From an optimization exercise on the open Yosys and OpenROAD flow, aimed at small area and a short achievable clock period; shortcuts taken in it are not production practice.
The RTL was checked by simulation tests, not by an equivalence proof against the original design.
Power figures rest on the tool's default switching activity, not on a simulated workload.

Design aa, start of the top module:
module aa (
  input  logic        clk,
  input  logic        rst_n,
  input  logic        instr_valid,
  input  logic [31:0] instr,
  input  logic        ld_en,
  input  logic [4:0]  ld_addr,
  input  logic [15:0] ld_data,
  input  logic [4:0]  dbg_addr,
  output logic [15:0] dbg_data,
  output logic [15:0] sgpr,
  output logic        busy
);
  logic [15:0] GPR [0:31];
  logic [15:0] SGPR;
  logic        r_exe;
  logic [15:0] x_a, x_b;       
  logic [4:0]  x_rdst;
  logic        x_we;           
  logic        x_mul;          
  logic        x_sgpr;         
  logic        x_sub;          
  logic [4:0]  i_op, i_rdst, i_rs1, i_rs2;
  logic        i_imm;
  logic [15:0] i_isrc;
  assign i_op   = instr[31:27];
  assign i_rdst = instr[26:22];
  assign i_rs1  = instr[21:17];
  assign i_imm  = instr[16];
  assign i_rs2  = instr[15:11];
  assign i_isrc = instr[15:0];
  logic i_movsg, i_mov, i_add, i_sub, i_mul, i_we;
  assign i_movsg = (i_op == 5'd0);
  assign i_mov   = (i_op == 5'd1);
  assign i_add   = (i_op == 5'd2);
  assign i_sub   = (i_op == 5'd3);
  assign i_mul   = (i_op == 5'd4);
  assign i_we    = i_movsg | i_mov | i_add | i_sub | i_mul;
  logic [15:0] rf_a, rf_b, rf_d;
  always_comb begin
    rf_a = '0;
    rf_b = '0;
    rf_d = '0;
    for (int i = 0; i < 32; i++) begin
      rf_a = rf_a | (GPR[i] & {16{i_rs1 == i}});
      rf_b = rf_b | (GPR[i] & {16{i_rs2 == i}});
      rf_d = rf_d | (GPR[i] & {16{dbg_addr == i}});
    end
  end
  logic [31:0] prod;
  logic [15:0] sum;
  logic [15:0] res;
  mul16 u_mul (.a(x_a), .b(x_b), .p(prod));
  assign sum  = x_a + (x_b ^ {16{x_sub}}) + {15'd0, x_sub};
  assign res  = x_sgpr ? SGPR : (x_mul ? prod[15:0] : sum);
  logic fa_ex, fa_ld, fb_ex, fb_ld;
  assign fa_ex = x_we && (x_rdst == i_rs1);
  assign fa_ld = ld_en && (ld_addr == i_rs1);
  assign fb_ex = x_we && (x_rdst == i_rs2);
  assign fb_ld = ld_en && (ld_addr == i_rs2);
  logic sa_ex, sa_ld, sa_rf, sb_ex, sb_ld, sb_rf, sb_im;
  assign sa_ex = !(i_mov && i_imm) && fa_ex;
  assign sa_ld = !(i_mov && i_imm) && !fa_ex && fa_ld;
  assign sa_rf = !(i_mov && i_imm) && !fa_ex && !fa_ld;
  assign sb_im = i_imm;
  ...
clock: 10.0 ns
lec_check: 0
cap_margin: 10
core_margin: 2
core_utilization: 25
cts_buf_list: sky130_fd_sc_hd__clkbuf_4 sky130_fd_sc_hd__clkbuf_8
cts_cluster_diameter: 60
cts_cluster_size: 20
place_density: 0.35
setup_slack_margin: 4.0
slew_margin: 10
run.sh (not shown) runs the stock make flow with config.mk's settings and CLKGATE_MAP_FILE= SYNTH_SCRIPT=/design/flow/synth_recipe.tcl, a recipe that flattens the netlist after the stock synthesis.
The baseline produced a layout that fails on capacitance limit.
Rerun with:
SETUP_SLACK_MARGIN = 4.2   (was 4.0)
=> The new run ran to the end with no violations; count of clock-buffer cells in the layout stays the same; final area rose by 2.9%; sequential share of layout area fell by 0.68 points; clock skew rose by 0.012 ns; critical path depth is unchanged; die area does not change; worst setup slack improves by 0.060 ns.
Rerun with:
==> flow/flow/run.sh (new file) <==
#!/bin/bash
set -e
export CTS_ARGS="-sink_clustering_enable -repair_clock_nets -sink_clustering_size 20 -sink_clustering_max_diameter 60 -buf_list {sky130_fd_sc_hd__clkbuf_4 sky130_fd_sc_hd__clkbuf_8} -dont_use_dummy_load"
bash standard.sh > standard.log 2>&1
==> flow/standard.sh (new file) <==
#!/bin/bash
# synth_recipe.tcl (not shown) runs the flow's synth.tcl, then flattens the netlist and writes it again
# the make line also repeats each setting of config.mk as NAME=value (left out here)
make -C /OpenROAD-flow-scripts/flow DESIGN_CONFIG=/design/flow/config.mk WORK_HOME=/design/flow/orfs CLKGATE_MAP_FILE= SYNTH_SCRIPT=/design/flow/synth_recipe.tcl "${@:-finish}"
removed: flow/run.sh
Outcome: The changed run finished with capacitance limit, slew limit left; total power came out lower by roughly a tenth; setup slack is worse by 0.013 ns; sequential power barely changes.

-- separate check: timing with driven ports --
The flow's constraints put no driver on any port. The routed layouts listed below were extracted and timed again, unchanged, in two steps. Step 1 (the two cells are an assumption about what drives the block):
set clk [get_ports {clk}]
set_driving_cell -lib_cell sky130_fd_sc_hd__clkbuf_16 $clk
set_driving_cell -lib_cell sky130_fd_sc_hd__buf_2 [delete_from_list [all_inputs] $clk]
Step 2 moves the port delays by t, midway between the first and last clock arrival at a register: inputs arrive t later, outputs are due t later. That takes back most of the time a late clock gives input paths. Three values: ideal ports, drivers, drivers and shift; two values: the first two.
| run | shift t [ns] | setup slack, ns | worst setup path after step 2 |
|---|---|---|---|
| the first run | 0.894 | 3.981 / 3.943 / 3.570 | input to register |
| the second run | 0.902 | 4.041 / 3.965 / 3.743 | input to register |
| the third run | 0.857 | 4.028 / 3.948 / 3.548 | input to register |
The setup slack of the third run, which loses most, moves by -0.080 ns with the drivers and by -0.480 ns with both steps.
